Source: an optimization exercise on an open RTL-to-GDS flow (aim: small area, a short achievable clock period and few clock cycles). Production flows keep margins and buffers that such runs may drop. Only simulation tests tie the RTL to the original design; equivalence was not proved. No activity file was given, so power comes from the tool's default toggle rates.

Design ipdc_window_engine, start of the top module:
module ipdc_window_engine
#(
  parameter int unsigned DATA_W  = 24,
  parameter int unsigned IMG_DIM = 8,
  parameter int unsigned WIN_DIM = 4
) (
  input  logic              i_clk,
  input  logic              i_rst,
  input  logic              i_op_valid,
  input  logic [2:0]        i_op_mode,
  input  logic              i_in_valid,
  input  logic [DATA_W-1:0] i_in_data,
  output logic              o_in_ready,
  input  logic              i_out_ready,
  output logic              o_out_valid,
  output logic [DATA_W-1:0] o_out_data
);
  logic [4:0]  ro_q, co_q;
  logic        two_q;
  logic        act_q;
  logic [3:0]  n_q;
  logic [7:0]  rsel_q, csl_q, psel_q;
  logic        arr_q;
  logic [5:0]  acnt_q, wk_q;
  logic [3:0][23:0] dl_q;
  logic [3:0]  v_q;
  logic [1:0]  ph_q;
  logic        we_q;
  logic [3:0]  take_q;
  logic [15:0] wring_q;
  logic        skid_v_q;
  logic [23:0] skid_q;
  logic [23:0] out_sh_q;
  logic        accept, acc_load, acc_disp, rd_fire, arr_last, we;
  ...
clock: 5.5 ns
lec_check: 0
cap_margin: 20
core_margin: 2
core_utilization: 55
cts_buf_list: sky130_fd_sc_hd__clkbuf_8
cts_cluster_diameter: 60
cts_cluster_size: 16
setup_slack_margin: 3.15
slew_margin: 20
run.sh (not shown) runs the stock make flow with config.mk's settings and CLKGATE_MAP_FILE= SYNTH_SCRIPT=/design/flow/synth_recipe.tcl, a recipe that flattens the netlist after the stock synthesis.
Testbench counts at the start, summed over its fixed seeds: cycles 16,041.
Change:
--- a/flow/config.mk
+++ b/flow/config.mk
@@ -10,6 +10,3 @@
 export CORE_UTILIZATION = 55
-export CTS_BUF_LIST = sky130_fd_sc_hd__clkbuf_8
-export CTS_CLUSTER_DIAMETER = 60
-export CTS_CLUSTER_SIZE = 16
-export SETUP_SLACK_MARGIN = 3.15
+export SETUP_SLACK_MARGIN = 3.0
 export SLEW_MARGIN = 20
What happened:
- worst hold slack stays flat
- non-clock buffer count came out lower by 19
- power goes up by 19%
- maximum frequency increases by 0.87%
- routed wire length is higher by 1.6%
- count of clock-buffer cells in the layout increases by 120
- critical path depth stays the same
- global-route usage climbs by 0.53 points
- cell area goes up by 5.0%
- combinational power drops by 7.7%
- final cell count is higher by 1.6%

---

north:
ipdc_window_engine again, from the RTL that the note above started with.
clock: 5.5 ns
lec_check: 0
cap_margin: 20
core_margin: 2
core_utilization: 55
cts_buf_list: sky130_fd_sc_hd__clkbuf_8 sky130_fd_sc_hd__clkbuf_16
cts_cluster_diameter: 45
cts_cluster_size: 16
setup_slack_margin: 3.15
slew_margin: 20
Testbench counts of north, summed over its fixed seeds: cycles 16,041.
Setup changes, north to south
- changing CTS_BUF_LIST from sky130_fd_sc_hd__clkbuf_8 sky130_fd_sc_hd__clkbuf_16 to sky130_fd_sc_hd__clkbuf_8
## What came out
i_out_ready as the launch point of the worst path was reported by north, and o_out_data[5] by south.
Taking north as the reference, in south aggregate routed wire length was more or less identical; met1 track demand over resource in global routing was more or less identical.
south vs north on maximum cell stage delay along the critical path: south is the lower one.
Setup slack for south: 0.053 ns down relative to north
Sort south and north by layout clock buffer count, descending, and north comes first.
Looking only at setup fix buffers added after clock tree synthesis, and setting everything else aside, the higher value of south and north goes to north.
On south: share of the cycle needed by the critical path after routing is 0.96 points higher than what north gave.
There was hardly any difference in final non-filler cell total between south and north.
Relative to north, first-pass GRT wire length has gone down in south.
Compared with north, south shows global-route total usage across every layer lower by 0.17 points.
Run comparison: north critical path start-end classification primary input to flop; south critical path start-end classification flop to output pin
For east, these inputs were changed with respect to south:
- CTS_CLUSTER_DIAMETER changed from 45 to 80
## What came out
In summary, east completed successfully, with a layout that passed the timing, design-rule and antenna checks. Number of clock-tree buffers in the layout for east: about 26% down relative to south. There was hardly any difference in stage delay of the slowest cell on the critical path between east and south. Compared with south, east shows per-cell via count in the routed design that has gone up slightly. The final reports for east and south show part of the total power dissipated in the clock network lower in the former. On peak supply drop: east sits above south. When east is set beside south, its number of clock buffers inserted by TritonCTS turns out to be 32 smaller. Summary: with south as the reference, routed wire length in east moved down slightly. Post-route minimum period, east and south: smaller value in east. Compared with south, east shows via count lower by about 0.9%.
Inputs modified between east and west:
- CTS_CLUSTER_DIAMETER: 80 -> 45
- SETUP_SLACK_MARGIN: 3.15 -> 3.0
==> summary.txt <==
When west is measured against east, its worst path setup slack after routing turns out 0.039 ns lower. [compare] base=east new=west: final area now larger, wire length now larger, overall fraction of global-route tracks in use now larger, setup fix buffers added after clock tree synthesis now smaller, sequential share of cell area now smaller.

---

Another version of the RTL of ipdc_window_engine (not shown whole).
For scale: ~4300 cells after synthesis, roughly 1700 flip-flops, about 58 I/O pins, ~0.051 mm2 of cells after synthesis.
Design ipdc_window_engine, start of the top module:
module ipdc_window_engine
#(
  parameter int unsigned DATA_W  = 24,
  parameter int unsigned IMG_DIM = 8,
  parameter int unsigned WIN_DIM = 4
) (
  input  logic              i_clk,
  input  logic              i_rst,
  input  logic              i_op_valid,
  input  logic [2:0]        i_op_mode,
  input  logic              i_in_valid,
  input  logic [DATA_W-1:0] i_in_data,
  output logic              o_in_ready,
  input  logic              i_out_ready,
  output logic              o_out_valid,
  output logic [DATA_W-1:0] o_out_data
);
  logic [4:0]  ro_q, co_q;
  logic        two_q;
  logic        act_q;
  logic [3:0]  n_q;
  logic [7:0]  rsel_q, csl_q, psel_q;
  logic        arr_q;
  logic [5:0]  acnt_q, wk_q;
  logic [3:0][23:0] dl_q;
  logic [3:0]  v_q;
  logic [1:0]  ph_q;
  logic        skid_v_q;
  logic [23:0] skid_q;
  logic        accept, acc_load, acc_disp, rd_fire, arr_last, we;
  logic [4:0]  ro_nx, co_nx, r_inc, r_dec, c_inc, c_dec;
  logic        two_nx;
  logic [23:0] rd_data, wdata;
  logic        act_nx, arr_nx, skid_v_nx, rd_done_nx, ld_busy_nx;
  logic [3:0]  n_nx, v_nx, take;
  logic [5:0]  wk_nx;
  logic [1:0]  ph_nx;
  logic [7:0]  rsel_nx, csl_nx, psel_nx;
  ipdc_img_buf u_img_buf (
    .i_clk     (i_clk),
    .i_we      (we),
    .i_wring   (wk_q[5:2]),
    .i_wdata   (wdata),
    .i_rsel    (rsel_q),
    .i_psel    (psel_q),
    .o_rd_data (rd_data)
  );
  assign accept   = i_op_valid && o_in_ready;
  assign acc_load = accept && (i_op_mode == 3'b000);
  assign acc_disp = accept && (i_op_mode != 3'b000) && (i_op_mode != 3'b111);
  assign rd_fire  = act_q && !skid_v_q;
  assign arr_last = arr_q && i_in_valid && (acnt_q == 6'd63);
  always_comb begin
    take = 4'b0000;
  ...
clock: 5.5 ns
lec_check: 0
cap_margin: 20
core_margin: 2
core_utilization: 55
cts_buf_list: sky130_fd_sc_hd__clkbuf_16
cts_cluster_diameter: 60
cts_cluster_size: 30
setup_slack_margin: 3.0
slew_margin: 20
The baseline completed without violations.
Testbench counts at the start, summed over its fixed seeds: cycles 16,041.
Change:
--- a/flow/config.mk
+++ b/flow/config.mk
@@ -10,6 +10,3 @@
 export CORE_UTILIZATION = 55
-export CTS_BUF_LIST = sky130_fd_sc_hd__clkbuf_16
-export CTS_CLUSTER_DIAMETER = 60
-export CTS_CLUSTER_SIZE = 30
-export SETUP_SLACK_MARGIN = 3.0
+export SETUP_SLACK_MARGIN = 3.4
 export SLEW_MARGIN = 20
What happened: The new run passed the timing, design-rule and antenna checks; register-to-register slack gets better by 240 ps; cell area grows by about a fifth; combinational power is higher by well over a third; critical path depth falls by 6; hold slack improved by 8.5 ps; power goes up by about a fifth; setup slack loses 51 ps; final cell count goes up by a few percent; sequential power barely changes; clock skew is lower by 6.0 ps.
Change:
--- a/flow/config.mk
+++ b/flow/config.mk
@@ -10,3 +10,6 @@
 export CORE_UTILIZATION = 55
-export SETUP_SLACK_MARGIN = 3.4
+export CTS_BUF_LIST = sky130_fd_sc_hd__clkbuf_8
+export CTS_CLUSTER_DIAMETER = 30
+export CTS_CLUSTER_SIZE = 12
+export SETUP_SLACK_MARGIN = 3.0
 export SLEW_MARGIN = 20
Setup slack gets worse by 64 ps.
Sequential power barely changes.
Power goes down by 7.1%.
Design area went down by 9.8%.
Critical path depth is unchanged.
Worst hold slack gets worse by 11 ps.
First-iteration DRC count decreases by 28%.
Clock-buffer cell count rose by 76.
Combinational power fell by 48%.
Routed wire length shrinks by 18%.
Change:
--- a/flow/config.mk
+++ b/flow/config.mk
@@ -11,4 +11,4 @@
 export CTS_BUF_LIST = sky130_fd_sc_hd__clkbuf_8
-export CTS_CLUSTER_DIAMETER = 30
-export CTS_CLUSTER_SIZE = 12
+export CTS_CLUSTER_DIAMETER = 45
+export CTS_CLUSTER_SIZE = 16
 export SETUP_SLACK_MARGIN = 3.0
Result: Sequential share of layout area rises by 3.7 points; cell area falls by 6.0%; combinational power rises by about 1%; wire length falls by 3.8%; via count falls by 4.1%; core utilization falls by 3.9 points; register-to-register slack improved by 70 ps; global-route usage falls by 1.6 points.
Change:
--- a/flow/config.mk
+++ b/flow/config.mk
@@ -10,3 +10,3 @@
 export CORE_UTILIZATION = 55
-export CTS_BUF_LIST = sky130_fd_sc_hd__clkbuf_8
+export CTS_BUF_LIST = sky130_fd_sc_hd__clkbuf_8 sky130_fd_sc_hd__clkbuf_16
 export CTS_CLUSTER_DIAMETER = 45
Result: Maximum frequency is higher by 2.9%; total power came out higher by 11%; worst setup slack gains 73 ps; count of clock-buffer cells in the layout rises by 1.
Change:
--- a/flow/config.mk
+++ b/flow/config.mk
@@ -10,4 +10,4 @@
 export CORE_UTILIZATION = 55
-export CTS_BUF_LIST = sky130_fd_sc_hd__clkbuf_8 sky130_fd_sc_hd__clkbuf_16
-export CTS_CLUSTER_DIAMETER = 45
+export CTS_BUF_LIST = sky130_fd_sc_hd__clkbuf_8
+export CTS_CLUSTER_DIAMETER = 60
 export CTS_CLUSTER_SIZE = 16
After rerunning:
- The new run passed the timing, design-rule and antenna checks
- worst setup slack got worse by 50 ps
- combinational power is lower by about 3%
- synthesized area does not change
- wire length barely changes
- worst hold slack got worse by 11 ps
- register-to-register slack improved by 40 ps
- synthesized cell count is unchanged
- core utilization is lower by 2.6 points
- critical path depth is lower by 7

-- what the ideal ports hide --
How much do the figures lean on ideal ports? The routed layouts below were timed once more, with nothing changed but the port constraints.
Step 1 sets driving cells, clkbuf_16 on the clock port and buf_2 on the other inputs (assumed; they add their load-dependent delay and slew).
Step 2, shift: input delay + t, output delay - t, t = (earliest + latest rising clock arrival at the registers) / 2. This alone moves slack from input paths to output paths.
a / b / c = ideal ports / drivers / drivers and shift; a / b = the first two.
| run | t (ns) | setup slack, ns | hold WS [ns] | worst setup path after step 2 | worst register clock-pin slew, ns |
|---|---|---|---|---|---|
| the first run of note 1 | 0.896 | 3.022 / 2.955 / 2.279 | 0.330 / 0.330 / 0.330 | input to register | 0.11 / 0.11 |
| the second run of note 1 | 0.810 | 3.043 / 2.975 / 2.282 | 0.327 / 0.327 / 0.327 | input to register | 0.06 / 0.06 |
| north | 0.823 | 3.042 / 3.049 / 2.270 | 0.332 / 0.332 / 0.332 | input to register | 0.07 / 0.07 |
| south | 0.928 | 2.990 / 2.920 / 2.271 | 0.331 / 0.331 / 0.331 | input to register | 0.10 / 0.10 |
| east | 0.863 | 3.035 / 2.969 / 2.242 | 0.331 / 0.331 / 0.331 | input to register | 0.11 / 0.11 |
| west | 0.909 | 2.997 / 2.932 / 2.220 | 0.328 / 0.328 / 0.328 | input to register | 0.11 / 0.11 |
| the first run of note 3 | 0.805 | 2.912 / 2.912 / 2.272 | 0.320 / 0.320 / 0.320 | input to register | 0.11 / 0.11 |
| the second run of note 3 | 0.855 | 2.861 / 2.785 / 2.422 | 0.329 / 0.329 / 0.329 | input to register | 0.07 / 0.07 |
| the third run of note 3 | 0.990 | 2.797 / 2.731 / 2.204 | 0.317 / 0.317 / 0.317 | input to register | 0.08 / 0.08 |
| the fourth run of note 3 | 0.911 | 2.895 / 2.830 / 2.230 | 0.316 / 0.316 / 0.316 | input to register | 0.10 / 0.10 |
| the fifth run of note 3 | 0.828 | 2.968 / 2.924 / 2.268 | 0.329 / 0.329 / 0.329 | input to register | 0.07 / 0.07 |
| the sixth run of note 3 | 0.891 | 2.918 / 2.851 / 2.240 | 0.318 / 0.318 / 0.318 | input to register | 0.11 / 0.11 |
After both steps setup and hold are still met in every run listed. For east, which loses most, drivers alone change the setup slack by -0.066 ns; drivers and shift together by -0.793 ns.
